Context: an optimization exercise on an open-source flow, tuned for small area, a short achievable clock period and few clock cycles per item. The choices shown serve that exercise and are no tape-out recipe. No run shown here included a check of the RTL's function; only the layout flow was run. Power figures rest on the tool's default switching activity, not on a simulated workload.

===== flow/run.sh =====
#!/bin/bash
# synth_recipe.tcl (not shown) runs the flow's synth.tcl, then flattens the netlist and writes it again
# the make line also repeats each setting of config.mk as NAME=value (left out here)
make -C /OpenROAD-flow-scripts/flow DESIGN_CONFIG=/design/flow/config.mk WORK_HOME=/design/flow/orfs CLKGATE_MAP_FILE= SYNTH_SCRIPT=/design/flow/synth_recipe.tcl finish

===== flow/config.mk =====
export PLATFORM = sky130hd
export DESIGN_NAME = gps_synced_time_of_day_clock_top
export DESIGN_NICKNAME = gps_synced_time_of_day_clock_top
export VERILOG_FILES = /design/flow/design.v
export SDC_FILE = /design/flow/constraint.sdc
export NUM_CORES = 4
export LEC_CHECK = 0
export ABC_AREA = 1
export CAP_MARGIN = 20
export CORE_MARGIN = 2
export CORE_UTILIZATION = 40
export SETUP_SLACK_MARGIN = 4.5
export SLEW_MARGIN = 20

===== flow/constraint.sdc =====
create_clock -name core_clock -period 7.0 [get_ports {clk}]
set_input_delay 1.4000 -clock core_clock [delete_from_list [all_inputs] [get_ports {clk}]]
set_output_delay 1.4000 -clock core_clock [all_outputs]
set_load 0.01 [all_outputs]

===== flow/design.v =====
`timescale 1ns / 1ps
`default_nettype none
package gtod_pkg;
  typedef enum logic [1:0] {
    OP_TICK = 2'd0,
    OP_PPS  = 2'd1,
    OP_BYTE = 2'd2
  } op_t;
  typedef struct packed {
    logic [4:0] hours;
    logic [5:0] minutes;
    logic [5:0] seconds;
  } hms_t;
  typedef struct packed {
    logic valid;
    hms_t tod;
  } load_t;
  localparam logic [7:0] CHAR_G     = 8'h47;
  localparam logic [7:0] CHAR_A     = 8'h41;
  localparam logic [7:0] CHAR_COMMA = 8'h2C;
  localparam logic [4:0] UTC_OFFSET_RESET      = 5'd1;
  localparam logic [7:0] REPORT_INTERVAL_RESET = 8'd5;
endpackage
`default_nettype wire
`timescale 1ns / 1ps
`default_nettype none
module gtod_nmea_parser (
  input  wire logic           clk,
  input  wire logic           rst_n,
  input  wire logic           byte_valid,
  input  wire logic [7:0]     rx_byte,
  input  wire logic [4:0]     utc_offset,
  output gtod_pkg::load_t     load
);
  localparam logic [1:0] ST_SCAN = 2'd0;   
  localparam logic [1:0] ST_G    = 2'd1;   
  localparam logic [1:0] ST_GA   = 2'd2;   
  localparam logic [1:0] ST_CAPT = 2'd3;   
  logic [2:0] idx_r;    
  logic [1:0] st_r;
  logic [4:0] p0_r;     
  logic [5:0] p1_r;     
  logic [8:0] p2_r;     
  logic       is_comma;
  logic [8:0] tens;
  logic [9:0] psum;
  logic [5:0] pair_top;
  logic [5:0] pair;
  logic [6:0] h_sum;
  logic [4:0] hh;
  logic [4:0] hload_r;  
  assign is_comma = rx_byte == gtod_pkg::CHAR_COMMA;
  always_comb begin
    if (rx_byte <= 8'd27) begin
      tens = 9'd0;
    end else if (rx_byte >= 8'd59) begin
      tens = 9'd318;
    end else begin
      tens = 9'({rx_byte, 3'b0} + {1'b0, rx_byte, 1'b0} - 11'd272);
    end
  end
  always_comb begin
    pair_top = (idx_r[2:1] == 2'd0) ? 6'd23 : 6'd59;
    psum     = {1'b0, p2_r} + {2'b0, rx_byte};
    if (psum[9:8] == 2'd0) begin
      pair = 6'd0;
    end else if (psum[9] || psum[7:0] > {2'b0, pair_top}) begin
      pair = pair_top;
    end else begin
      pair = psum[5:0];
    end
  end
  always_comb begin
    h_sum = {2'b0, p0_r} + {{2{utc_offset[4]}}, utc_offset} + 7'd24;
    if (h_sum >= 7'd48) begin
      hh = 5'(h_sum - 7'd48);
    end else if (h_sum >= 7'd24) begin
      hh = 5'(h_sum - 7'd24);
    end else begin
      hh = h_sum[4:0];
    end
  end
  assign load.valid       = byte_valid && idx_r == 3'd6;
  always_ff @(posedge clk) begin
    hload_r <= hh;
  end
  assign load.tod.hours   = hload_r;
  assign load.tod.minutes = p1_r;
  assign load.tod.seconds = p2_r[5:0];
  always_ff @(posedge clk) begin
    if (!rst_n) begin
      idx_r <= 3'd0;
      st_r  <= ST_SCAN;
    end else if (byte_valid && idx_r != 3'd7) begin
      if (idx_r == 3'd6) begin
        idx_r <= 3'd7;
      end else if (st_r == ST_CAPT) begin
        if (is_comma) begin
          st_r <= ST_SCAN;
        end
        idx_r <= idx_r + 3'd1;
      end else if (st_r == ST_GA && is_comma) begin
        st_r  <= ST_CAPT;
        idx_r <= 3'd0;
      end else if (rx_byte == gtod_pkg::CHAR_G) begin
        st_r <= ST_G;
      end else if (st_r == ST_G && rx_byte == gtod_pkg::CHAR_A) begin
        st_r <= ST_GA;
      end else begin
        st_r <= ST_SCAN;
      end
    end
  end
  always_ff @(posedge clk) begin
    if (byte_valid && idx_r[2:1] != 2'd3 && st_r == ST_CAPT) begin
      if (!idx_r[0]) begin
        p0_r <= p1_r[4:0];
        p1_r <= p2_r[5:0];
        p2_r <= tens;
      end else begin
        p2_r <= {3'b0, pair};
      end
    end
  end
endmodule
`default_nettype wire
`timescale 1ns / 1ps
`default_nettype none
module gtod_clock_core (
  input  wire logic             clk,
  input  wire logic             rst_n,
  input  wire logic             evt_valid,
  input  wire gtod_pkg::op_t    evt_op,
  input  wire gtod_pkg::load_t  load,
  input  wire logic [7:0]       report_interval,
  output logic                  res_valid,
  output logic                  res_valid_nxt,
  input  wire logic             res_ready,
  output logic [79:0]           res_data
);
  logic            running_r;
  gtod_pkg::hms_t  board_r;
  logic [9:0]      board_ms_r;
  gtod_pkg::hms_t  gps_r;
  logic [31:0]     acc_r;       
  logic [7:0]      phase_r;
  logic            pend_r;
  logic            tick;
  logic            pps;
  logic            ms_wrap;
  logic            take;
  function automatic gtod_pkg::hms_t add_second(input gtod_pkg::hms_t t);
    gtod_pkg::hms_t r;
    logic s_top, m_top, h_top;
    s_top = &{t.seconds[5:3], t.seconds[1:0]};
    m_top = &{t.minutes[5:3], t.minutes[1:0]};
    h_top = t.hours[4] && (&t.hours[2:0]);
    r.seconds = s_top ? 6'd0 : t.seconds + 6'd1;
    r.minutes = !s_top ? t.minutes : m_top ? 6'd0 : t.minutes + 6'd1;
    r.hours   = !(s_top && m_top) ? t.hours : h_top ? 5'd0 : t.hours + 5'd1;
    add_second = r;
  endfunction
  assign tick    = evt_valid && evt_op == gtod_pkg::OP_TICK && running_r;
  assign pps     = evt_valid && evt_op == gtod_pkg::OP_PPS;
  assign ms_wrap = &{board_ms_r[9:5], board_ms_r[2:0]};
  assign take    = pend_r && res_ready;
  assign res_valid = pend_r;
  assign res_valid_nxt = rst_n && (pps && phase_r == 8'd0 || pend_r && !res_ready);
  assign res_data  = {4'b0, acc_r, gps_r.seconds, gps_r.minutes, gps_r.hours, board_ms_r,
                      board_r.seconds, board_r.minutes, board_r.hours};
  always_ff @(posedge clk) begin
    if (!rst_n) begin
      running_r  <= 1'b0;
      board_r    <= '0;
      board_ms_r <= 10'd0;
      gps_r      <= '0;
      acc_r      <= 32'd0;
      phase_r    <= 8'd0;
      pend_r     <= 1'b0;
    end else begin
      if (tick) begin
        board_ms_r <= ms_wrap ? 10'd0 : board_ms_r + 10'd1;
        if (ms_wrap) begin
          board_r <= add_second(board_r);
        end
      end
      if (tick) begin
        acc_r <= acc_r - 32'd1;
      end else if (pps && running_r) begin
        acc_r <= acc_r + 32'd1000;
      end else if (take) begin
        acc_r <= 32'd0;
      end
      if (pps) begin
        running_r <= 1'b1;
        gps_r     <= add_second(gps_r);
        phase_r   <= ({1'b0, phase_r} + 9'd1 >= {1'b0, report_interval}) ? 8'd0
                                                                       : phase_r + 8'd1;
      end
      pend_r <= res_valid_nxt;
      if (load.valid) begin
        board_r <= load.tod;
        gps_r   <= load.tod;
      end
    end
  end
endmodule
`default_nettype wire
`timescale 1ns / 1ps
`default_nettype none
module gps_synced_time_of_day_clock_top (
  input  wire logic        clk,
  input  wire logic        rst_n,
  input  wire logic        in_tvalid,
  output logic             in_tready,
  input  wire logic [7:0]  in_tdata,    
  input  wire logic [1:0]  in_tuser,    
  output logic             out_tvalid,
  input  wire logic        out_tready,
  output logic [79:0]      out_tdata,
  input  wire logic        cfg_psel,
  input  wire logic        cfg_penable,
  input  wire logic        cfg_pwrite,
  input  wire logic [2:0]  cfg_paddr,
  input  wire logic [31:0] cfg_pwdata,
  output logic [31:0]      cfg_prdata,
  output logic             cfg_pready
);
  logic            in_valid_r;
  gtod_pkg::op_t   in_op_r;
  logic [7:0]      in_byte_r;
  logic [4:0]      utc_offset_r;
  logic [7:0]      report_interval_r;
  logic            rd_sel_r;
  logic            wrote_r;
  logic            advance;
  logic            in_valid_nxt;
  logic            out_valid_nxt;
  logic            cfg_wr;
  gtod_pkg::load_t load;
  assign cfg_pready = 1'b1;
  assign cfg_wr     = cfg_psel && cfg_penable && cfg_pwrite;
  assign advance    = in_valid_r && !out_tvalid && !wrote_r;
  assign in_valid_nxt = rst_n && (in_tvalid || !in_tready);
  always_ff @(posedge clk) begin
    in_tready <= !(in_valid_nxt && (out_valid_nxt || cfg_wr));
    wrote_r   <= cfg_wr;
  end
  always_ff @(posedge clk) begin
    rd_sel_r <= cfg_paddr[2];
  end
  assign cfg_prdata = rd_sel_r ? {24'd0, report_interval_r} : {27'd0, utc_offset_r};
  always_ff @(posedge clk) begin
    if (!rst_n) begin
      utc_offset_r      <= gtod_pkg::UTC_OFFSET_RESET;
      report_interval_r <= gtod_pkg::REPORT_INTERVAL_RESET;
    end else if (cfg_wr) begin
      if (!cfg_paddr[2]) begin
        utc_offset_r <= cfg_pwdata[4:0];
      end else begin
        report_interval_r <= cfg_pwdata[7:0];
      end
    end
  end
  always_ff @(posedge clk) begin
    in_valid_r <= in_valid_nxt;
  end
  always_ff @(posedge clk) begin
    if (in_tready) begin
      in_op_r   <= gtod_pkg::op_t'(in_tuser);
      in_byte_r <= in_tdata;
    end
  end
  gtod_nmea_parser u_parser (
    .clk        (clk),
    .rst_n      (rst_n),
    .byte_valid (advance && in_op_r == gtod_pkg::OP_BYTE),
    .rx_byte    (in_byte_r),
    .utc_offset (utc_offset_r),
    .load       (load)
  );
  gtod_clock_core u_core (
    .clk             (clk),
    .rst_n           (rst_n),
    .evt_valid       (advance),
    .evt_op          (in_op_r),
    .load            (load),
    .report_interval (report_interval_r),
    .res_valid       (out_tvalid),
    .res_valid_nxt   (out_valid_nxt),
    .res_ready       (out_tready),
    .res_data        (out_tdata)
  );
endmodule
`default_nettype wire

==> results of run 1 <==
## worst max-delay path by stage
| stage | endpoint | slack (ns) | cells past startpoint |
|---|---|---|---|
| floorplan | u_parser.p2_r[1] | 4.51 | 14 |
| global placement | u_core.board_ms_r[6] | 3.95 | 6 |
| CTS | cfg_prdata[2] | 4.31 | 4 |
| finish | cfg_prdata[2] | 4.33 | 4 |
| global route | u_parser.p2_r[0] | 4.27 | 14 |
| detailed placement | in_tready | 3.98 | 6 |
## registers in the layout (all words and copies together) (netlist names), 5 cells and up
name               cells
u_core.acc_r          32
u_core.board_r        17
u_core.gps_r          17
u_core.board_ms_r     10
u_parser.p2_r          9
in_byte_r              8
report_interval_r      8
u_core.phase_r         8
u_parser.p1_r          6
u_parser.hload_r       5
u_parser.p0_r          5
utc_offset_r           5
## where the power goes
part	switching (uW)	internal (uW)	total [uW]
Clock	379	556	935
Sequential	13.5	845	858
Combinational	140	95.0	235
Total	533	1500	2030
## synth_stat cells, types with 9 or more instances
library cell	number
sky130_fd_sc_hd__a21oi_1	72
sky130_fd_sc_hd__a31oi_1	12
sky130_fd_sc_hd__buf_2	9
sky130_fd_sc_hd__buf_4	30
sky130_fd_sc_hd__clkbuf_1	12
sky130_fd_sc_hd__dfxtp_1	113
sky130_fd_sc_hd__edfxtp_1	30
sky130_fd_sc_hd__ha_1	57
sky130_fd_sc_hd__inv_1	180
sky130_fd_sc_hd__inv_2	12
sky130_fd_sc_hd__nand2_1	324
sky130_fd_sc_hd__nand2_2	9
sky130_fd_sc_hd__nand3_1	98
sky130_fd_sc_hd__nand4_1	27
sky130_fd_sc_hd__nor2_1	180
sky130_fd_sc_hd__nor3_1	28
sky130_fd_sc_hd__o21ai_0	98
sky130_fd_sc_hd__o21ai_1	14
sky130_fd_sc_hd__xnor2_1	9
sky130_fd_sc_hd__xor2_1	31
## repair_timing
item,CTS,global route
pin swaps,17,25
endpoints found under the setup margin,109,122
buffers inserted,17,18
gates resized for setup,296,130
gates cloned,0,4
## worst max-delay path, delay by kind of cell (launching register included)
family / cells / cell delay (ns)
flip-flops: 1 / 0.39
AO/OA/AOI/OAI: 1 / 0.16
buffers and inverters: 2 / 0.27
AND/OR/NAND/NOR: 1 / 0.03
## cells by family after synthesis
family	share of synthesized area, %
fa+ha+maj	7.98
flops	32.7
simple gates	32.0
buf+inv	11.4
other cells	0.0775
xor+xnor	3.62
compound gates	12.3
## cell type report
cell class,instances,area share (%)
multi-input combinational,1058,48.2
sequential,143,26.9
clock buffer,23,4.13
inverter,195,6.11
clock inverter,9,0.780
timing repair buffer,149,10.7
tap,319,3.23
## metal layers
layer  track usage, %  vias to the layer above  part of all wire (%)
li1                 -                     4880                     -
met1             29.9                     4429                    48
met2             33.9                      318                    44
met3             4.12                       29                   7.2
met4             5.37                        0                   1.3
met5                0                        -                     0
## through the flow
stage	cells	area (um2)	hold slack, ns	utilization, %	setup slack, ns
6_report	1896	12300	0.460	52.3	4.33
5_1_grt	1896	12300	0.468	52.3	4.27
4_1_cts	1874	11900	0.461	50.5	4.31
3_5_place_dp	1825	11000	0.447	46.4	3.98
3_3_place_gp	1825	11000	0.435	46.4	3.95
2_1_floorplan	1449	9800	0.426	-	4.51
==> results.cfg, run 1 <==
[power_and_ir_drop]
cellPowerDensity_mw_per_mm2 = 164
leakage_uw = 0.00569
vdd_drop_max_mv = 0.128
finalPower_uw = 2030

[outcome]
status = finished clean

[floorplanning]
core_area_mm2 = 0.0236
die_area_mm2 = 0.0255
floorplan.initialDensity_pct = 41.0
io-pin-count = 167
fp.dieW_um = 160
die-height_um = 160
fp-row-count = 56

[logic_synthesis]
ys_types = 50
seq_area_frac_synth_pct = 32.7
synthDominantAreaCellType = sky130_fd_sc_hd__dfxtp_1
ys_seq_elements = 143
synth-async-reset-ratio_pct = 0
mappedNetlistArea_mm2 = 0.00969
synth_edf_count = 30
synth_area_leaders = sky130_fd_sc_hd__dfxtp_1 23%, sky130_fd_sc_hd__nand2_1 13%, sky130_fd_sc_hd__edfxtp_1 9.3%, sky130_fd_sc_hd__ha_1 7.4%, sky130_fd_sc_hd__inv_1 7.0%
synth_flop_cell = sky130_fd_sc_hd__dfxtp_1
synthesis.yosys.warnings = 3
synth_instances = 1422
post_synth.cell_area_avg_um2 = 6.81
area_share_of_the_largest_cell_type_after_synthesis_pct = 23.4

[setup_path]
crit_start = rd_sel_r
max_stage_delay_ns = 0.39
arrival_ns = 1.27
worstReg2RegStart = in_byte_r[1]
setup.worst_path.class = reg2out
cp-end-kind = output pin
crit_path_required_time_ns = 5.60
r2r.worst_path.cells = 14
crit_fanout = 5
path_cells = buf_6 > nor2_1 > a21oi_1 > buf_2
setup.reg_to_reg.worst_slack_ns = 4.33
critPathLaunchType = flip-flop
timing.rr.end = u_parser.p2_r[4]
slowest_stage = sky130_fd_sc_hd__dfxtp_4

[clock_network]
cts-buffers-inserted = 17
clkSinkCount = 143
clock_pin_transition_on_the_worst_setup_and_hold_timing_paths_ns = 0.06
htree_num_levels = 4
cts_tree = built
cts.root.buffer_cell = sky130_fd_sc_hd__clkbuf_16
insertion_delay_ns = 0.43
cts_max_path_buffers = 2
cts-hold-fix-buffers = 0

[min_path]
worst_hold_endpoint = u_parser.p0_r[0]
min_delay_path_depth = 0
worst_hold_path_type = reg2reg
holdCritStartpoint = u_parser.p1_r[0]

[timing]
headroom_to_the_max_slew_limit_pct = 53.0
layout_worst_path_cycle_share_pct = 38.2
totalNegativeSetupSlack_ns = 0
fmaxAchievable_ghz = 0.374
final.min_clock_period_ns = 2.67
clock_skew_ns = 0.0132
final_count_of_negative_setup_slack_endpoints = 0
tightest_slew_ns = 0.699
final_max_slew_viols = 0
report.final.hold_viol_count = 0
setup_repair_after_global_routing_missed_its_margin = yes

[placement]
detailed_place_hpwl_mm = 19.6
place.port_buffers = 111
finalWeightedCongestion = 0.903

[drt]
totalWireLength_mm = 28.4
ant_nets = 0
dr_total_vias = 9656
drt-initial-drc-count = 692
avgViaCountPerCell = 5.09
detail_route.first_pass.iterations = 6
wire_per_inst_um = 15.0
post-route-drc-count = 0

[layout]
sequential_cell_area_mm2 = 0.00332
filler_cell_count = 2360
area.growth.synth_to_final_pct = 27.5
fraction_of_layout_cells_with_a_size_suffix_above_1_pct = 19.7
commonest_cells_after_routing_fill_and_taps_aside = 307 x sky130_fd_sc_hd__nand2_1, 176 x sky130_fd_sc_hd__nor2_1, 171 x sky130_fd_sc_hd__inv_1
multi_input_comb_area_mm2 = 0.00594
layout_commonest_cell = sky130_fd_sc_hd__nand2_1
antenna_cells_inserted = 0
number_of_nets_in_the_layout = 1676

[grt]
grt_first_pass_wirelength_mm = 44.9
grt_max_degree = 66
globalRouteOverflowTotal = 0
grt_pass1_vias = 8956
grt_antenna_before_repair = 1
track_usage_pct = 21.4

[flow_run]
max_cap_violations = 0
==> run 2: changes to the inputs <==
==> flow/flow/run.sh (new file) <==
#!/bin/bash
# Standard layout, with plain buffers on the ports instead of the default delay buffers.
set -euo pipefail
export BUFFER_PORTS_ARGS="-buffer_cell sky130_fd_sc_hd__buf_1"
bash standard.sh > standard.log 2>&1
==> flow/standard.sh (new file) <==
#!/bin/bash
# synth_recipe.tcl (not shown) runs the flow's synth.tcl, then flattens the netlist and writes it again
# the make line also repeats each setting of config.mk as NAME=value (left out here)
make -C /OpenROAD-flow-scripts/flow DESIGN_CONFIG=/design/flow/config.mk WORK_HOME=/design/flow/orfs CLKGATE_MAP_FILE= SYNTH_SCRIPT=/design/flow/synth_recipe.tcl "${@:-finish}"
removed: flow/run.sh
==> results.cfg, run 2 <==
[timing]
clock_skew_ns = 0.0120
final_count_of_negative_setup_slack_endpoints = 0
tightest_slew_ns = 0.702
fin_ws_ns = 4.33
setup_repair_after_global_routing_missed_its_margin = yes
hold_slack_ns = 0.445
fmaxAchievable_ghz = 0.375
final_max_slew_viols = 0
totalNegativeSetupSlack_ns = 0
layout_worst_path_cycle_share_pct = 38.1
headroom_to_the_max_slew_limit_pct = 52.8
report.final.hold_viol_count = 0
final.min_clock_period_ns = 2.67

[logic_synthesis]
yosysMostFrequentCell = sky130_fd_sc_hd__nand2_1
synth_instances = 1422
synthTopCellsByCount = 324 x sky130_fd_sc_hd__nand2_1, 180 x sky130_fd_sc_hd__inv_1, 180 x sky130_fd_sc_hd__nor2_1, 113 x sky130_fd_sc_hd__dfxtp_1
ys_seq_elements = 143
synthDominantAreaCellType = sky130_fd_sc_hd__dfxtp_1
synthesis.yosys.warnings = 3
seq_area_frac_synth_pct = 32.7
synth_edf_count = 30
post_synth.cell_area_avg_um2 = 6.81
ys_types = 50
synth_area_leaders = sky130_fd_sc_hd__dfxtp_1 23%, sky130_fd_sc_hd__nand2_1 13%, sky130_fd_sc_hd__edfxtp_1 9.3%, sky130_fd_sc_hd__ha_1 7.4%, sky130_fd_sc_hd__inv_1 7.0%
synth_flop_cell = sky130_fd_sc_hd__dfxtp_1
synth-async-reset-ratio_pct = 0
area_share_of_the_largest_cell_type_after_synthesis_pct = 23.4
mappedNetlistArea_mm2 = 0.00969

[setup_path]
worst_path_dominant_cell_family = simple AND/OR/NAND/NOR gates
r2r.worst_path.cells = 14
slowest_stage = sky130_fd_sc_hd__edfxtp_1
worstReg2RegStart = in_byte_r[1]
setup.worst_path.class = reg2reg
path_cells = ha_1 > nand3_2 > nand3_4 > a21oi_2 > xor2_1 > inv_1 > ha_4 > nand3_2 > nand2_2 > nand2_2 > nor2_4 > nand2_4 > o21ai_2 > nand2_1
crit_fanout = 5
number_of_buffers_and_inverters_on_the_critical_path = 1
crit_end = u_parser.p2_r[1]
critPathLaunchType = flip-flop
setup.reg_to_reg.worst_slack_ns = 4.33
arrival_ns = 2.83
crit_start = in_byte_r[1]
max_stage_delay_ns = 0.45
timing.rr.end = u_parser.p2_r[1]
worst-path-stages = 14
crit_path_required_time_ns = 7.16
cp-end-kind = flip-flop

[drt]
detail_route.first_pass.iterations = 13
post-route-drc-count = 0
wire_per_inst_um = 14.7
totalWireLength_mm = 27.6
drt-initial-drc-count = 707
avgViaCountPerCell = 5.07
dr_total_vias = 9505
ant_nets = 0

[layout]
top_register = u_core.acc_r
antenna_cells_inserted = 0
fraction_of_layout_cells_with_a_size_suffix_above_1_pct = 13.0
layout.cell_area.non_filler_mm2 = 0.0114
commonest_cells_after_routing_fill_and_taps_aside = 313 x sky130_fd_sc_hd__nand2_1, 175 x sky130_fd_sc_hd__nor2_1, 173 x sky130_fd_sc_hd__inv_1
number_of_nets_in_the_layout = 1655
area.growth.synth_to_final_pct = 17.9
max_ffs_per_register = 32
layout_commonest_cell = sky130_fd_sc_hd__nand2_1
reg_top3 = u_core.acc_r x32, u_core.board_r x17, u_core.gps_r x17

[floorplanning]
die_area_mm2 = 0.0255
io-pin-count = 167
floorplan.initialDensity_pct = 41.0
die-height_um = 160
fp.dieW_um = 160
fp-row-count = 56
core_area_mm2 = 0.0236

[placement]
place.port_buffers = 111
finalWeightedCongestion = 0.928
postPlaceCellArea_mm2 = 0.0103
dpl_worst_slack_ns = 3.94
detailed_place_hpwl_mm = 19.4

[power_and_ir_drop]
cellPowerDensity_mw_per_mm2 = 171
leakage_uw = 0.00519
vdd_drop_max_mv = 0.142
finalPower_uw = 1950

[grt]
grt_antenna_before_repair = 0
grt_max_degree = 66
grt_first_pass_wirelength_mm = 43.2
grt_pass1_vias = 8563
globalRouteOverflowTotal = 0
track_usage_pct = 20.6

[clock_network]
cts_max_path_buffers = 2
clkSinkCount = 143
cts-buffers-inserted = 17
cts.root.buffer_cell = sky130_fd_sc_hd__clkbuf_16
clock_pin_transition_on_the_worst_setup_and_hold_timing_paths_ns = 0.06
cts_tree = built
cts-hold-fix-buffers = 0
insertion_delay_ns = 0.42
htree_num_levels = 4

[flow_run]
max_cap_violations = 0

[outcome]
status = finished clean

[min_path]
worst_hold_path_type = reg2reg
[run 2: changes by cell type in the layout (fill, tap and decap cells not counted), moves of 6 or more]
cell                              before  now
sky130_fd_sc_hd__nand2_1             307  313
sky130_fd_sc_hd__clkdlybuf4s15_2      17    0
sky130_fd_sc_hd__nand2_2              21   13
sky130_fd_sc_hd__dlygate4sd2_1         9    0
sky130_fd_sc_hd__dfxtp_1              38   78
sky130_fd_sc_hd__buf_4                30   15
sky130_fd_sc_hd__clkbuf_2             19    4
sky130_fd_sc_hd__clkdlybuf4s50_1      24    0
sky130_fd_sc_hd__buf_1                 0   99
sky130_fd_sc_hd__dfxtp_4              26    4
sky130_fd_sc_hd__dfxtp_2              49   31
sky130_fd_sc_hd__buf_6                10    2
sky130_fd_sc_hd__clkdlybuf4s15_1      33    0
[run 2: repair_timing]
action	4_1_cts	5_1_grt
pin swaps	16	27
resized for setup	54	87
setup endpoints to repair	45	74
setup buffers	8	7
hold endpoints to repair	0	0
gates cloned	0	3
[run 2: final cells by class]
class                   instances  area [um2]
repair buffers                129         607
inverters                     195         747
flip-flops and latches        143        3220
clock buffers                  19         464
multi-input cells            1057        5880
well taps                     319         399
clock inverters                13         100
fillers                      2389       12200
[run 2: worst min-delay path by stage]
| stage | startpoint | to | slack [ns] | cells after the start |
|---|---|---|---|---|
| floorplan | u_parser.p1_r[4] | u_parser.p0_r[4] | 0.43 | 0 |
| global placement | u_parser.p1_r[4] | u_parser.p0_r[4] | 0.43 | 0 |
| detailed placement | u_parser.p1_r[4] | u_parser.p0_r[4] | 0.43 | 0 |
| CTS | u_parser.p1_r[4] | u_parser.p0_r[4] | 0.45 | 0 |
| global route | u_parser.p1_r[3] | u_parser.p0_r[3] | 0.48 | 0 |
| finish | u_parser.p1_r[4] | u_parser.p0_r[4] | 0.44 | 0 |
[run 2: per-layer routing]
metal  global-route usage [%]  part of all wire, %  up-vias
li1                         -                    -     4834
met1                     29.5                   49     4366
met2                     32.7                   45      284
met3                     3.57                  5.4       21
met4                     3.88                 0.74        0
met5                        0                    0        -
[run 2: report_power, final]
group          internal, uW  switching (uW)  leakage (uW)
clock network           490             382      0.000269
logic                  76.4             135       0.00370
registers               853            14.2       0.00122
[run 2: cells by family after synthesis]
family,count (synthesis),synth area share [%]
xor+xnor,40,3.62
fa+ha+maj,60,7.98
compound gates,222,12.3
other cells,2,0.0775
buf+inv,252,11.4
flops,143,32.7
simple gates,703,32.0
[run 2: worst register-to-register path, delay by kind of cell (launching register included)]
family / cells / cell delay (ns)
fa+ha+maj: 2 / 0.62
buf+inv: 1 / 0.12
simple gates: 8 / 0.73
flops: 1 / 0.45
compound gates: 2 / 0.26
xor+xnor: 1 / 0.23
[run 2: per-stage QoR]
stage                     instances  util [%]
after floorplan                1449         -
after global placement         1825      43.5
after detailed placement       1825      43.5
after CTS                      1865      46.9
after global routing           1875      48.3
final                          1875      48.3
==> run 3: changes to the inputs <==
--- a/flow/config.mk
+++ b/flow/config.mk
@@ -10,4 +10,7 @@
 export CORE_MARGIN = 2
 export CORE_UTILIZATION = 40
+export CTS_BUF_LIST = sky130_fd_sc_hd__clkbuf_8
+export CTS_CLUSTER_DIAMETER = 100
+export CTS_CLUSTER_SIZE = 40
 export SETUP_SLACK_MARGIN = 4.5
 export SLEW_MARGIN = 20
==> results.cfg, run 3 <==
[setup_path]
worst-path-stages = 15
crit_start = in_byte_r[1]
crit_end = u_parser.p2_r[2]
timing.rr.end = u_parser.p2_r[2]
slowest_stage = sky130_fd_sc_hd__edfxtp_1
worstReg2RegStart = in_byte_r[1]
setup.reg_to_reg.worst_slack_ns = 4.28
crit_fanout = 4
path_cells = ha_1 > nand3_2 > nand3_4 > a21oi_2 > xor2_1 > inv_1 > ha_4 > nand3_2 > nand2_2 > nand2_2 > nor2_4 > buf_4 > nand3_2 > nand3_2 > nand2_2
max_stage_delay_ns = 0.46
number_of_buffers_and_inverters_on_the_critical_path = 2
worst_path_dominant_cell_family = simple AND/OR/NAND/NOR gates
critPathLaunchType = flip-flop
arrival_ns = 2.92
crit_top_cell = sky130_fd_sc_hd__nand3_2
crit_path_required_time_ns = 7.20
r2r.worst_path.cells = 15
cp-end-kind = flip-flop
setup.worst_path.class = reg2reg

[grt]
grt_pass1_vias = 8602
grt_first_pass_wirelength_mm = 43.3
track_usage_pct = 20.7
grt_max_degree = 66
grt_antenna_before_repair = 0
globalRouteOverflowTotal = 0

[power_and_ir_drop]
finalPower_uw = 1730
vdd_drop_max_mv = 0.126
cellPowerDensity_mw_per_mm2 = 153
leakage_uw = 0.00517

[placement]
dpl_worst_slack_ns = 3.94
place.port_buffers = 111
detailed_place_hpwl_mm = 19.4
finalWeightedCongestion = 0.928
postPlaceCellArea_mm2 = 0.0103

[timing]
final_max_slew_viols = 0
fmaxAchievable_ghz = 0.368
final.min_clock_period_ns = 2.72
headroom_to_the_max_slew_limit_pct = 52.6
clock_skew_ns = 0.0219
totalNegativeSetupSlack_ns = 0
report.final.hold_viol_count = 0
fin_ws_ns = 4.28
hold_slack_ns = 0.450
final_count_of_negative_setup_slack_endpoints = 0
tightest_slew_ns = 0.706
setup_repair_after_global_routing_missed_its_margin = yes
layout_worst_path_cycle_share_pct = 38.9

[drt]
post-route-drc-count = 0
wire_per_inst_um = 14.8
ant_nets = 0
detail_route.first_pass.iterations = 6
dr_total_vias = 9586
totalWireLength_mm = 27.9
avgViaCountPerCell = 5.09
drt-initial-drc-count = 732

[clock_network]
cts_max_path_buffers = 2
htree_num_levels = 4
cts.root.buffer_cell = sky130_fd_sc_hd__clkbuf_8
cts-buffers-inserted = 17
clock_pin_transition_on_the_worst_setup_and_hold_timing_paths_ns = 0.09
cts_tree = built
insertion_delay_ns = 0.46
clkSinkCount = 143

[logic_synthesis]
post_synth.cell_area_avg_um2 = 6.81
synth_edf_count = 30
ys_types = 50
synthDominantAreaCellType = sky130_fd_sc_hd__dfxtp_1
yosysMostFrequentCell = sky130_fd_sc_hd__nand2_1
ys_seq_elements = 143
synth-async-reset-ratio_pct = 0
synthTopCellsByCount = 324 x sky130_fd_sc_hd__nand2_1, 180 x sky130_fd_sc_hd__inv_1, 180 x sky130_fd_sc_hd__nor2_1, 113 x sky130_fd_sc_hd__dfxtp_1
synth_instances = 1422
synth_area_leaders = sky130_fd_sc_hd__dfxtp_1 23%, sky130_fd_sc_hd__nand2_1 13%, sky130_fd_sc_hd__edfxtp_1 9.3%, sky130_fd_sc_hd__ha_1 7.4%, sky130_fd_sc_hd__inv_1 7.0%
synth_flop_cell = sky130_fd_sc_hd__dfxtp_1
synthesis.yosys.warnings = 3
mappedNetlistArea_mm2 = 0.00969
area_share_of_the_largest_cell_type_after_synthesis_pct = 23.4
seq_area_frac_synth_pct = 32.7

[layout]
layout_commonest_cell = sky130_fd_sc_hd__nand2_1
filler_cell_count = 2414
top_register = u_core.acc_r
reg_top3 = u_core.acc_r x32, u_core.board_r x17, u_core.gps_r x17
area.growth.synth_to_final_pct = 16.8
sequential_cell_area_mm2 = 0.00325
fraction_of_layout_cells_with_a_size_suffix_above_1_pct = 15.7
commonest_cells_after_routing_fill_and_taps_aside = 311 x sky130_fd_sc_hd__nand2_1, 175 x sky130_fd_sc_hd__nor2_1, 173 x sky130_fd_sc_hd__inv_1
antenna_cells_inserted = 0
multi_input_comb_area_mm2 = 0.00587
layout.cell_area.non_filler_mm2 = 0.0113
number_of_nets_in_the_layout = 1662
max_ffs_per_register = 32

[min_path]
worst_hold_path_type = reg2reg

[floorplanning]
fp-row-count = 56
die_area_mm2 = 0.0255
die-height_um = 160
io-pin-count = 167
core_area_mm2 = 0.0236
floorplan.initialDensity_pct = 41.0
fp.dieW_um = 160

[outcome]
status = finished clean

[flow_run]
max_cap_violations = 0
run 3: cell types whose count changed in the layout (fill, tap and decap cells not counted), moves of 7 or more:
cell                        previous run  this run
sky130_fd_sc_hd__buf_1                99        89
sky130_fd_sc_hd__clkbuf_16            18         0
sky130_fd_sc_hd__buf_2                 6        14
sky130_fd_sc_hd__clkbuf_8              1        18
sky130_fd_sc_hd__dfxtp_1              78        56
sky130_fd_sc_hd__dfxtp_2              31        49
sky130_fd_sc_hd__buf_4                15        22
run 3: final cells by class:
cell class	instances	share of cell area [%]
repair buffers	136	5.81
flip-flops and latches	143	28.8
multi-input cells	1057	51.9
clock buffers	18	2.19
clock inverters	14	1.15
inverters	195	6.61
well taps	319	3.53
run 3: report_power, final:
group	total, uW	switching (uW)	internal (uW)	leakage (uW)
clock	653	357	296	0.000184
combinational	216	137	78.3	0.00376
sequential	863	12.9	850	0.00123
run 3: worst min-delay path by stage:
stage | startpoint | to | cells after the start
finish | u_parser.p1_r[4] | u_parser.p0_r[4] | 0
global route | u_parser.p1_r[3] | u_parser.p0_r[3] | 0
CTS | u_parser.p1_r[4] | u_parser.p0_r[4] | 0
detailed placement | u_parser.p1_r[4] | u_parser.p0_r[4] | 0
global placement | u_parser.p1_r[4] | u_parser.p0_r[4] | 0
floorplan | u_parser.p1_r[4] | u_parser.p0_r[4] | 0
run 3: logic make-up after synthesis:
family	share of synthesized area (%)
AO/OA/AOI/OAI	12.3
other	0.0775
adder cells (fa/ha/maj)	7.98
flip-flops	32.7
buffers and inverters	11.4
XOR/XNOR	3.62
AND/OR/NAND/NOR	32.0
run 3: worst reg2reg max path, stage by stage, from the launching register on:
cell                       delay [ns]
sky130_fd_sc_hd__edfxtp_1        0.46
sky130_fd_sc_hd__ha_1            0.33
sky130_fd_sc_hd__nand3_2         0.09
sky130_fd_sc_hd__nand3_4         0.08
sky130_fd_sc_hd__a21oi_2         0.14
sky130_fd_sc_hd__xor2_1          0.24
sky130_fd_sc_hd__inv_1           0.12
sky130_fd_sc_hd__ha_4            0.30
sky130_fd_sc_hd__nand3_2         0.09
sky130_fd_sc_hd__nand2_2         0.08
sky130_fd_sc_hd__nand2_2         0.06
sky130_fd_sc_hd__nor2_4          0.16
sky130_fd_sc_hd__buf_4           0.13
sky130_fd_sc_hd__nand3_2         0.07
sky130_fd_sc_hd__nand3_2         0.07
sky130_fd_sc_hd__nand2_2         0.06
run 3: per-stage QoR:
step           utilization (%)  cells
4_1_cts                   46.3   1868
6_report                  47.9   1882
2_1_floorplan                -   1449
3_3_place_gp              43.5   1825
5_1_grt                   47.9   1882
3_5_place_dp              43.5   1825
run 3: per-layer routing:
layer | wire length, um | vias to the layer above | global-route usage (%) | share of wire, %
met5 | 0 | - | 0 | 0
met1 | 13300 | 4385 | 29.7 | 48
met4 | 278 | 0 | 4.55 | 1.0
li1 | - | 4857 | - | -
met2 | 12300 | 318 | 32.8 | 44
met3 | 1980 | 26 | 3.28 | 7.1
run 3: repair_timing:
action	in CTS	in global routing
setup endpoints to repair	61	86
gates resized for setup	80	98
hold buffers	0	0
gates cloned	0	3
buffers inserted	11	11
pin swaps	19	20
==> run 4: changes to the inputs <==
--- a/flow/design.v
+++ b/flow/design.v
@@ -232,5 +232,5 @@
   logic [4:0]      utc_offset_r;
   logic [7:0]      report_interval_r;
-  logic            rd_sel_r;
+  logic [7:0]      rdata_r;
   logic            wrote_r;
   logic            advance;
@@ -248,7 +248,7 @@
   end
   always_ff @(posedge clk) begin
-    rd_sel_r <= cfg_paddr[2];
-  end
-  assign cfg_prdata = rd_sel_r ? {24'd0, report_interval_r} : {27'd0, utc_offset_r};
+    rdata_r <= cfg_paddr[2] ? report_interval_r : {3'd0, utc_offset_r};
+  end
+  assign cfg_prdata = {24'd0, rdata_r};
   always_ff @(posedge clk) begin
     if (!rst_n) begin
--- a/flow/config.mk
+++ b/flow/config.mk
@@ -10,7 +10,4 @@
 export CORE_MARGIN = 2
 export CORE_UTILIZATION = 40
-export CTS_BUF_LIST = sky130_fd_sc_hd__clkbuf_8
-export CTS_CLUSTER_DIAMETER = 100
-export CTS_CLUSTER_SIZE = 40
 export SETUP_SLACK_MARGIN = 4.5
 export SLEW_MARGIN = 20
==> results.cfg, run 4 <==
[outcome]
status = finished clean

[timing]
totalNegativeSetupSlack_ns = 0
tightest_slew_ns = 0.822
layout_worst_path_cycle_share_pct = 37.7
final_max_slew_viols = 0
setup_repair_after_global_routing_missed_its_margin = yes
final_count_of_negative_setup_slack_endpoints = 0
fmaxAchievable_ghz = 0.379
headroom_to_the_max_slew_limit_pct = 45.1
clock_skew_ns = 0.0109
fin_ws_ns = 4.36
final.min_clock_period_ns = 2.64
report.final.hold_viol_count = 0

[drt]
post-route-drc-count = 0
drt-initial-drc-count = 909
avgViaCountPerCell = 5.08
totalWireLength_mm = 28.1
detail_route.first_pass.iterations = 8
wire_per_inst_um = 14.9
dr_total_vias = 9572
ant_nets = 0

[setup_path]
setup.reg_to_reg.worst_slack_ns = 4.36
cp-end-kind = flip-flop
setup.worst_path.class = reg2reg
r2r.worst_path.cells = 14
number_of_buffers_and_inverters_on_the_critical_path = 1
crit_fanout = 5
crit_path_required_time_ns = 7.19
worstReg2RegStart = u_parser.p2_r[2]
arrival_ns = 2.82
crit_start = u_parser.p2_r[2]
slowest_stage = sky130_fd_sc_hd__edfxtp_1
path_cells = ha_4 > or2_4 > and2_4 > xor2_2 > inv_2 > ha_4 > a21o_1 > nand4_1 > nand2_1 > nand2_2 > nand3_4 > nand2_2 > nand3_2 > nand2_1
timing.rr.end = u_parser.p2_r[5]
worst_path_dominant_cell_family = simple AND/OR/NAND/NOR gates
max_stage_delay_ns = 0.44
critPathLaunchType = flip-flop

[grt]
grt_antenna_before_repair = 0
grt_max_degree = 62
grt_first_pass_wirelength_mm = 44.4
grt_pass1_vias = 8670
globalRouteOverflowTotal = 0
track_usage_pct = 21.4

[floorplanning]
fp.dieW_um = 160
fp-row-count = 57
floorplan.initialDensity_pct = 40.5
io-pin-count = 167
die_area_mm2 = 0.0257
core_area_mm2 = 0.0242
die-height_um = 160

[power_and_ir_drop]
leakage_uw = 0.00526
vdd_drop_max_mv = 0.140
cellPowerDensity_mw_per_mm2 = 177
finalPower_uw = 2040

[logic_synthesis]
seq_area_frac_synth_pct = 33.8
synth-async-reset-ratio_pct = 0
post_synth.cell_area_avg_um2 = 6.94
ys_seq_elements = 150
synthTopCellsByCount = 324 x sky130_fd_sc_hd__nand2_1, 180 x sky130_fd_sc_hd__inv_1, 157 x sky130_fd_sc_hd__nor2_1, 120 x sky130_fd_sc_hd__dfxtp_1, 105 x sky130_fd_sc_hd__nand3_1
yosysMostFrequentCell = sky130_fd_sc_hd__nand2_1
ys_types = 56
synth_instances = 1409
synthDominantAreaCellType = sky130_fd_sc_hd__dfxtp_1
mappedNetlistArea_mm2 = 0.00978
area_share_of_the_largest_cell_type_after_synthesis_pct = 24.6
synthesis.yosys.warnings = 3
synth_edf_count = 30
synth_flop_cell = sky130_fd_sc_hd__dfxtp_1
synth_area_leaders = sky130_fd_sc_hd__dfxtp_1 25%, sky130_fd_sc_hd__nand2_1 12%, sky130_fd_sc_hd__edfxtp_1 9.2%, sky130_fd_sc_hd__ha_1 7.3%, sky130_fd_sc_hd__inv_1 6.9%

[flow_run]
max_cap_violations = 0

[min_path]
worst_hold_path_type = reg2reg
worst_hold_endpoint = rdata_r[6]
holdCritStartpoint = report_interval_r[6]
min_delay_path_depth = 2

[clock_network]
clkSinkCount = 150
insertion_delay_ns = 0.44
cts-buffers-inserted = 17
cts_tree = built
cts_max_path_buffers = 2
htree_num_levels = 4
clock_pin_transition_on_the_worst_setup_and_hold_timing_paths_ns = 0.07
cts.root.buffer_cell = sky130_fd_sc_hd__clkbuf_16
cts-hold-fix-buffers = 0

[placement]
finalWeightedCongestion = 0.962
detailed_place_hpwl_mm = 19.7
postPlaceCellArea_mm2 = 0.0104
place.port_buffers = 111
dpl_worst_slack_ns = 4.13

[layout]
commonest_cells_after_routing_fill_and_taps_aside = 316 x sky130_fd_sc_hd__nand2_1, 174 x sky130_fd_sc_hd__inv_1, 157 x sky130_fd_sc_hd__nor2_1
top_register = u_core.acc_r
reg_top3 = u_core.acc_r x32, u_core.board_r x17, u_core.gps_r x17
utilization_pct = 47.8
layout.cell_area.non_filler_mm2 = 0.0116
max_ffs_per_register = 32
layout_commonest_cell = sky130_fd_sc_hd__nand2_1
number_of_nets_in_the_layout = 1659
area.growth.synth_to_final_pct = 18.1
antenna_cells_inserted = 0
fraction_of_layout_cells_with_a_size_suffix_above_1_pct = 12.4
==> run 4: cell families after synthesis <==
family,share of synthesized area (%)
simple gates,31.3
buf+inv,11.4
compound gates,12.4
flops,33.8
fa+ha+maj,7.90
xor+xnor,3.04
other cells,0.0768
==> run 4: final cells by class <==
cell class / instances / area [um2]
Clock inverter: 14 / 158
Sequential cell: 150 / 3340
Tap cell: 324 / 405
Inverter: 192 / 734
Timing Repair Buffer: 150 / 727
Clock buffer: 18 / 429
Multi-Input combinational cell: 1036 / 5770
Fill cell: 2495 / 12600
==> run 4: where the power goes <==
group	internal (uW)	switching [uW]	total [uW]
clock	508	420	928
combinational	78.7	128	207
sequential	894	12.1	906
total	1480	560	2040
==> run 4: metal layers <==
layer  share of wire (%)  vias to the layer above  global-route usage [%]
met4                 1.4                        0                    5.36
met3                 6.0                       35                    4.11
met2                  45                      295                    34.0
li1                    -                     4866                       -
met1                  48                     4376                    30.0
met5                   0                        -                       0
==> run 4: worst reg2reg max path: stages (launching register included) <==
cell and delay, ns:
sky130_fd_sc_hd__edfxtp_1 0.44, sky130_fd_sc_hd__ha_4 0.27, sky130_fd_sc_hd__or2_4 0.22, sky130_fd_sc_hd__and2_4 0.18
sky130_fd_sc_hd__xor2_2 0.18, sky130_fd_sc_hd__inv_2 0.08, sky130_fd_sc_hd__ha_4 0.27, sky130_fd_sc_hd__a21o_1 0.10
sky130_fd_sc_hd__nand4_1 0.08, sky130_fd_sc_hd__nand2_1 0.11, sky130_fd_sc_hd__nand2_2 0.11, sky130_fd_sc_hd__nand3_4 0.14
sky130_fd_sc_hd__nand2_2 0.09, sky130_fd_sc_hd__nand3_2 0.08, sky130_fd_sc_hd__nand2_1 0.06
==> run 4: worst max path at each step <==
stage,to,slack [ns],cells past startpoint
floorplan,u_parser.p2_r[1],4.51,13
global placement,u_core.acc_r[16],4.13,10
detailed placement,u_core.board_ms_r[4],4.13,5
CTS,u_core.acc_r[16],4.39,10
global route,u_parser.p2_r[4],4.29,15
finish,u_parser.p2_r[5],4.36,14
==> run 4: through the flow <==
step           hold slack, ns  std cells
3_5_place_dp            0.420       1814
6_report                0.428       1884
2_1_floorplan           0.407       1436
4_1_cts                 0.427       1868
3_3_place_gp            0.413       1814
5_1_grt                 0.443       1884
==> run 4: timing repair <==
action,in CTS,in global routing
setup endpoints to repair,82,80
pin swaps,13,22
buffers inserted,21,15
cloned,1,1
gates resized for setup,39,48
==> run 5: changes to the inputs <==
--- a/flow/design.v
+++ b/flow/design.v
@@ -57,5 +57,5 @@
       tens = 9'd318;
     end else begin
-      tens = 9'({rx_byte, 3'b0} + {1'b0, rx_byte, 1'b0} - 11'd272);
+      tens = 9'({rx_byte[5:0], 3'b0} + {2'b0, rx_byte[5:0], 1'b0} - 9'd272);
     end
   end
==> flow/flow/run.sh (replaced) <==
#!/bin/bash
# Standard layout with two changes: plain buf_1 cells as port buffers (instead of the
# default delay buffers), and a clock tree of clkbuf_8 cells without dummy loads.
set -euo pipefail
export BUFFER_PORTS_ARGS="-buffer_cell sky130_fd_sc_hd__buf_1"
export CTS_ARGS="-sink_clustering_enable -repair_clock_nets -dont_use_dummy_load -buf_list sky130_fd_sc_hd__clkbuf_8"
bash standard.sh > standard.log 2>&1
--- a/flow/config.mk
+++ b/flow/config.mk
@@ -10,4 +10,5 @@
 export CORE_MARGIN = 2
 export CORE_UTILIZATION = 40
+export CTS_BUF_LIST = sky130_fd_sc_hd__clkbuf_8
 export SETUP_SLACK_MARGIN = 4.5
 export SLEW_MARGIN = 20
==> results.cfg, run 5 <==
[setup_path]
worstReg2RegStart = in_byte_r[2]
cp-end-kind = flip-flop
arrival_ns = 2.73
timing.rr.end = u_parser.p2_r[4]
setup.reg_to_reg.worst_slack_ns = 4.45
crit_path_required_time_ns = 7.18
critPathLaunchType = flip-flop
setup.worst_path.class = reg2reg
crit_fanout = 5
r2r.worst_path.cells = 15

[flow_run]
max_cap_violations = 0

[clock_network]
clock_pin_transition_on_the_worst_setup_and_hold_timing_paths_ns = 0.08
cts_max_path_buffers = 2
cts.root.buffer_cell = sky130_fd_sc_hd__clkbuf_8
cts_tree = built
insertion_delay_ns = 0.45
cts-buffers-inserted = 17
clkSinkCount = 150
cts-hold-fix-buffers = 0
htree_num_levels = 4

[logic_synthesis]
mappedNetlistArea_mm2 = 0.00982
synth_flop_cell = sky130_fd_sc_hd__dfxtp_1
ys_seq_elements = 150
synth_area_leaders = sky130_fd_sc_hd__dfxtp_1 24%, sky130_fd_sc_hd__nand2_1 12%, sky130_fd_sc_hd__edfxtp_1 9.2%, sky130_fd_sc_hd__ha_1 7.6%, sky130_fd_sc_hd__inv_1 6.7%
synth-async-reset-ratio_pct = 0
ys_types = 57
area_share_of_the_largest_cell_type_after_synthesis_pct = 24.5
synth_edf_count = 30
synthTopCellsByCount = 306 x sky130_fd_sc_hd__nand2_1, 175 x sky130_fd_sc_hd__inv_1, 145 x sky130_fd_sc_hd__nor2_1, 120 x sky130_fd_sc_hd__dfxtp_1, 93 x sky130_fd_sc_hd__nand3_1
synthDominantAreaCellType = sky130_fd_sc_hd__dfxtp_1
synthesis.yosys.warnings = 3
post_synth.cell_area_avg_um2 = 7.07
synth_instances = 1388
yosysMostFrequentCell = sky130_fd_sc_hd__nand2_1
seq_area_frac_synth_pct = 33.7

[timing]
final_count_of_negative_setup_slack_endpoints = 0
headroom_to_the_max_slew_limit_pct = 65.3
fmaxAchievable_ghz = 0.392
clock_skew_ns = 0.0347
tightest_slew_ns = 0.521
layout_worst_path_cycle_share_pct = 36.5
final.min_clock_period_ns = 2.55
hold_slack_ns = 0.428
setup_repair_after_global_routing_missed_its_margin = yes
report.final.hold_viol_count = 0
final_max_slew_viols = 0
totalNegativeSetupSlack_ns = 0

[power_and_ir_drop]
leakage_uw = 0.00506
vdd_drop_max_mv = 0.0838
finalPower_uw = 1600
cellPowerDensity_mw_per_mm2 = 144

[floorplanning]
fp.dieW_um = 161
floorplan.initialDensity_pct = 40.6
die-height_um = 161
fp-row-count = 57
die_area_mm2 = 0.0258
core_area_mm2 = 0.0242
io-pin-count = 167

[placement]
detailed_place_hpwl_mm = 19.1
place.port_buffers = 111
postPlaceCellArea_mm2 = 0.0104
finalWeightedCongestion = 0.893
post-place-cells = 1792

[drt]
post-route-drc-count = 0
wire_per_inst_um = 14.6
ant_nets = 0
drt-initial-drc-count = 554
detail_route.first_pass.iterations = 5
dr_total_vias = 9311
avgViaCountPerCell = 5.08
totalWireLength_mm = 26.9

[grt]
grt_antenna_before_repair = 0
grt_pass1_vias = 8328
grt_max_degree = 63
track_usage_pct = 20.1
grt_first_pass_wirelength_mm = 42.2
globalRouteOverflowTotal = 0

[min_path]
worst_hold_path_type = reg2reg
min_delay_path_depth = 2
worst_hold_endpoint = rdata_r[6]
holdCritStartpoint = report_interval_r[6]

[layout]
antenna_cells_inserted = 0
fraction_of_layout_cells_with_a_size_suffix_above_1_pct = 13.0
top_register = u_core.acc_r
post_layout_nonfiller_instances = 1834
reg_top3 = u_core.acc_r x32, u_core.board_r x17, u_core.gps_r x17
layout_commonest_cell = sky130_fd_sc_hd__nand2_1
layout.cell_area.non_filler_mm2 = 0.0111
max_ffs_per_register = 32
commonest_cells_after_routing_fill_and_taps_aside = 300 x sky130_fd_sc_hd__nand2_1, 169 x sky130_fd_sc_hd__inv_1, 145 x sky130_fd_sc_hd__nor2_1
area.growth.synth_to_final_pct = 13.3
number_of_nets_in_the_layout = 1627

[outcome]
status = finished clean
-- run 5: changes by cell type after synthesis, moves of 4 or more --
cell and delta:
sky130_fd_sc_hd__a21oi_1 +8, sky130_fd_sc_hd__clkbuf_1 -4, sky130_fd_sc_hd__inv_1 -5, sky130_fd_sc_hd__nand2_1 -18, sky130_fd_sc_hd__nand2_2 +6, sky130_fd_sc_hd__nand3_1 -12, sky130_fd_sc_hd__nor2_1 -12, sky130_fd_sc_hd__nor3_1 -6
sky130_fd_sc_hd__o21ai_0 -7, sky130_fd_sc_hd__o21ai_1 +7, sky130_fd_sc_hd__or2_2 +4
-- run 5: cells by family (layout without fill, tap and decap cells) --
logic type	after synthesis	count (layout)	synth area share [%]
flops	150	150	33.7
simple gates	660	663	30.4
xor+xnor	32	32	2.86
fa+ha+maj	63	63	8.26
buf+inv	250	342	11.4
other cells	2	29	0.0765
compound gates	231	231	13.3
-- run 5: routing by layer --
metal	track usage [%]	routed length, um	up-vias
met4	4.18	180	0
met1	28.9	13100	4247
met2	31.4	11900	271
met5	0	0	-
met3	4.03	1690	14
li1	-	-	4779
-- run 5: how the worst max path moves through the flow --
stage	slack, ns	startpoint	cells after the start	endpoint
6_report	4.45	in_byte_r[2]	15	u_parser.p2_r[4]
3_3_place_gp	3.87	rst_n	5	in_tready
5_1_grt	4.29	in_byte_r[2]	15	u_parser.p2_r[4]
2_1_floorplan	4.51	in_byte_r[2]	15	u_parser.p2_r[1]
4_1_cts	4.40	in_byte_r[2]	15	u_parser.p2_r[1]
3_5_place_dp	3.84	rst_n	5	in_tready
-- run 5: repair_timing --
item | in CTS | in global routing
endpoints found under the setup margin | 70 | 72
pin swaps | 20 | 21
gates cloned | 2 | 1
gates resized for setup | 58 | 60
setup buffers | 14 | 8
-- run 5: area by class of cell --
type	instances	area, um2
inverters	189	722
clock buffers	17	234
multi-input cells	1018	5760
repair buffers	136	618
flip-flops and latches	150	3390
well taps	324	405
fillers	2478	13100
-- run 5: through the flow --
step | util, % | worst slack (ns)
after global placement | 42.9 | 3.87
after detailed placement | 42.9 | 3.84
after CTS | 45.0 | 4.40
after floorplan | - | 4.51
after global routing | 46.0 | 4.29
final | 46.0 | 4.45
-- run 5: critical path, stage by stage (launching register included) --
cell and delay, ns:
sky130_fd_sc_hd__edfxtp_1 0.48, sky130_fd_sc_hd__ha_4 0.36, sky130_fd_sc_hd__nand3_4 0.08, sky130_fd_sc_hd__nand3_4 0.09, sky130_fd_sc_hd__nand2_2 0.06, sky130_fd_sc_hd__nand2_2 0.07
sky130_fd_sc_hd__xor2_2 0.18, sky130_fd_sc_hd__inv_2 0.07, sky130_fd_sc_hd__ha_4 0.27, sky130_fd_sc_hd__nand3_2 0.06, sky130_fd_sc_hd__nand2_2 0.07, sky130_fd_sc_hd__nand2_2 0.06
sky130_fd_sc_hd__nor2_4 0.13, sky130_fd_sc_hd__nand3_4 0.11, sky130_fd_sc_hd__o21ai_1 0.14, sky130_fd_sc_hd__nand2_1 0.06
-- run 5: report_power, final --
| group | leakage (uW) | switching, uW | internal, uW | total (uW) |
|---|---|---|---|---|
| Clock | 0.000122 | 291 | 214 | 505 |
| Combinational | 0.00366 | 123 | 71.7 | 194 |
| Sequential | 0.00128 | 13.0 | 892 | 905 |
==> run 6: changes to the inputs <==
--- a/flow/config.mk
+++ b/flow/config.mk
@@ -6,5 +6,4 @@
 export NUM_CORES = 4
 export LEC_CHECK = 0
-export ABC_AREA = 1
 export CAP_MARGIN = 20
 export CORE_MARGIN = 2
==> results.cfg, run 6 <==
[outcome]
status = finished clean

[logic_synthesis]
synthDominantAreaCellType = sky130_fd_sc_hd__dfxtp_1
ys_seq_elements = 150
synth_instances = 1029
synthesis.yosys.warnings = 3
mappedNetlistArea_mm2 = 0.00870
ys_types = 78
area_share_of_the_largest_cell_type_after_synthesis_pct = 27.6
synth_edf_count = 30
seq_area_frac_synth_pct = 38.0
synth_flop_cell = sky130_fd_sc_hd__dfxtp_1
synthTopCellsByCount = 120 x sky130_fd_sc_hd__dfxtp_1, 115 x sky130_fd_sc_hd__nand2_1, 110 x sky130_fd_sc_hd__nor2_1, 73 x sky130_fd_sc_hd__a21oi_1, 61 x sky130_fd_sc_hd__o21ai_0
synth_area_leaders = sky130_fd_sc_hd__dfxtp_1 28%, sky130_fd_sc_hd__edfxtp_1 10%, sky130_fd_sc_hd__ha_1 8.6%, sky130_fd_sc_hd__nand2_1 5.0%, sky130_fd_sc_hd__nor2_1 4.7%
synth-async-reset-ratio_pct = 0
post_synth.cell_area_avg_um2 = 8.46
yosysMostFrequentCell = sky130_fd_sc_hd__dfxtp_1

[timing]
report.final.hold_viol_count = 0
final_count_of_negative_setup_slack_endpoints = 0
headroom_to_the_max_slew_limit_pct = 52.4
layout_worst_path_cycle_share_pct = 39.8
fmaxAchievable_ghz = 0.359
clock_skew_ns = 0.0313
setup_repair_after_global_routing_missed_its_margin = yes
final_max_slew_viols = 0
fin_ws_ns = 4.22
totalNegativeSetupSlack_ns = 0
final.min_clock_period_ns = 2.78
tightest_slew_ns = 0.713

[setup_path]
max_stage_delay_ns = 0.47
crit_fanout = 4
number_of_buffers_and_inverters_on_the_critical_path = 0
arrival_ns = 2.98
path_cells = ha_4 > a211oi_4 > o21bai_1 > a21oi_1 > xnor2_1 > ha_1 > nand4_1 > nor3b_2 > o21ba_2 > a31oi_1 > or2_4
setup.worst_path.class = reg2reg
slowest_stage = sky130_fd_sc_hd__edfxtp_1
worst_path_dominant_cell_family = compound AO/OA/AOI/OAI gates
cp-end-kind = flip-flop
critPathLaunchType = flip-flop
crit_path_required_time_ns = 7.20

[clock_network]
clock_pin_transition_on_the_worst_setup_and_hold_timing_paths_ns = 0.08
htree_num_levels = 4
clkSinkCount = 150
cts_tree = built
cts-hold-fix-buffers = 0
cts.root.buffer_cell = sky130_fd_sc_hd__clkbuf_8
cts-buffers-inserted = 17
insertion_delay_ns = 0.46
cts_max_path_buffers = 2

[layout]
antenna_cells_inserted = 0
area.growth.synth_to_final_pct = 21.9
max_ffs_per_register = 32
sequential_cell_area_mm2 = 0.00337
fraction_of_layout_cells_with_a_size_suffix_above_1_pct = 20.5
layout_commonest_cell = sky130_fd_sc_hd__nand2_1
top_register = u_core.acc_r
number_of_nets_in_the_layout = 1303
post_layout_nonfiller_instances = 1461
reg_top3 = u_core.acc_r x32, u_core.board_r x17, u_core.gps_r x17
filler_cell_count = 2093
multi_input_comb_area_mm2 = 0.00549
commonest_cells_after_routing_fill_and_taps_aside = 110 x sky130_fd_sc_hd__nand2_1, 108 x sky130_fd_sc_hd__nor2_1, 94 x sky130_fd_sc_hd__buf_1
layout.cell_area.non_filler_mm2 = 0.0106

[grt]
grt_antenna_before_repair = 0
grt_pass1_vias = 7271
globalRouteOverflowTotal = 0
track_usage_pct = 19.7
grt_max_degree = 61
grt_first_pass_wirelength_mm = 35.9

[drt]
wire_per_inst_um = 15.9
drt-initial-drc-count = 474
totalWireLength_mm = 23.2
ant_nets = 0
post-route-drc-count = 0
avgViaCountPerCell = 5.42
dr_total_vias = 7918
detail_route.first_pass.iterations = 5

[power_and_ir_drop]
cellPowerDensity_mw_per_mm2 = 150
power_report.internal_total_uw = 1180
vdd_drop_max_mv = 0.105
p_clk_share_pct = 31.6
pwr-share-comb_pct = 11.4
power_switching_share_pct = 25.8
leakage_uw = 0.00408
power.sequential.fraction_pct = 57.0
net_sw_power_uw = 411
finalPower_uw = 1590

[floorplanning]
core_area_mm2 = 0.0212
fp.dieW_um = 151
die_area_mm2 = 0.0230
floorplan.initialDensity_pct = 41.1
fp-row-count = 53
io-pin-count = 167
die-height_um = 151

[placement]
finalWeightedCongestion = 0.868
place.port_buffers = 111
dpl_worst_slack_ns = 3.91
postPlaceCellArea_mm2 = 0.00938
post-place-cells = 1388
detailed_place_hpwl_mm = 15.9

[flow_run]
max_cap_violations = 0

[min_path]
worst_hold_path_type = reg2reg
## run 6: cell count changes after synthesis, sizes merged, moves of 37 or more
cell,delta
o21ai,-37
inv,-136
nor2,-44
nand3,-62
nand2,-204
## run 6: cells by family after synthesis
logic type / share of synthesized area [%]
compound gates: 17.1
xor+xnor: 5.13
mux: 1.08
flops: 38.0
simple gates: 23.0
other cells: 0.0863
buf+inv: 6.31
fa+ha+maj: 9.32
## run 6: timing repair
action,CTS,global route
cloned,2,0
pin swaps,19,43
buffers inserted,31,23
resized for setup,60,107
setup endpoints to repair,66,102
hold endpoints to repair,0,0
## run 6: layout make-up
type | count | area share [%]
Clock buffer | 17 | 2.21
Sequential cell | 150 | 31.8
Multi-Input combinational cell | 792 | 51.8
Timing Repair Buffer | 173 | 9.05
Inverter | 54 | 1.91
Tap cell | 275 | 3.24
## run 6: metrics by stage
step           hold WS, ns  util, %
6_report             0.458     50.2
5_1_grt              0.473     50.2
4_1_cts              0.462     47.6
3_5_place_dp         0.445     44.3
3_3_place_gp         0.443     44.3
2_1_floorplan        0.426        -
## run 6: worst paths after layout
kind | start | end | slack [ns] | cells after the start
setup / recovery | in_byte_r[1] | u_parser.p2_r[1] | 4.22 | 11
hold / removal | u_parser.p1_r[4] | u_parser.p0_r[4] | 0.46 | 0
setup reg to reg | in_byte_r[1] | u_parser.p2_r[1] | 4.22 | 11
hold reg to reg | u_parser.p1_r[4] | u_parser.p0_r[4] | 0.46 | 0
## run 6: power groups by stage
stage,combinational (uW),sequential [uW],clock (uW)
after detailed placement,152,929,0
final,181,907,502
after global placement,150,928,0
after floorplan,126,924,0
after CTS,167,908,519
after global routing,202,908,554
## run 6: routing by layer
metal,track usage (%),part of all wire [%],vias to the layer above
met3,3.53,4.4,28
met2,32.4,47,185
li1,-,-,3931
met1,26.2,47,3774
met5,0,0,-
met4,6.57,2.1,0

-- separate check: timing with driven ports --
How much do the figures lean on ideal ports? The routed layouts below were timed once more, with nothing changed but the port constraints. Step 1: set_driving_cell puts a clkbuf_16 on clk and a buf_2 on each other input, an assumption about the parent block. Step 2 moves the port delays by t, midway between the first and last clock arrival at a register: inputs arrive t later, outputs are due t later. That takes back most of the time a late clock gives input paths. Three values: no drivers, after step 1, after step 2; two values: the first two.
| run | t (ns) | slack for setup (ns) | hold WS [ns] |
|---|---|---|---|
| run 1 | 0.471 | 4.327 / 4.280 / 4.181 | 0.460 / 0.460 / 0.460 |
| run 2 | 0.463 | 4.334 / 4.317 / 4.185 | 0.445 / 0.445 / 0.445 |
| run 3 | 0.489 | 4.280 / 4.280 / 4.101 | 0.450 / 0.450 / 0.450 |
| run 4 | 0.483 | 4.362 / 4.362 / 4.199 | 0.428 / 0.428 / 0.428 |
| run 5 | 0.477 | 4.448 / 4.448 / 4.244 | 0.428 / 0.428 / 0.428 |
| run 6 | 0.485 | 4.215 / 4.215 / 4.146 | 0.458 / 0.458 / 0.458 |
After both steps every run listed still meets setup and hold. For run 5, which loses most, drivers alone change the setup slack by 0.000 ns; drivers and shift together by -0.204 ns.
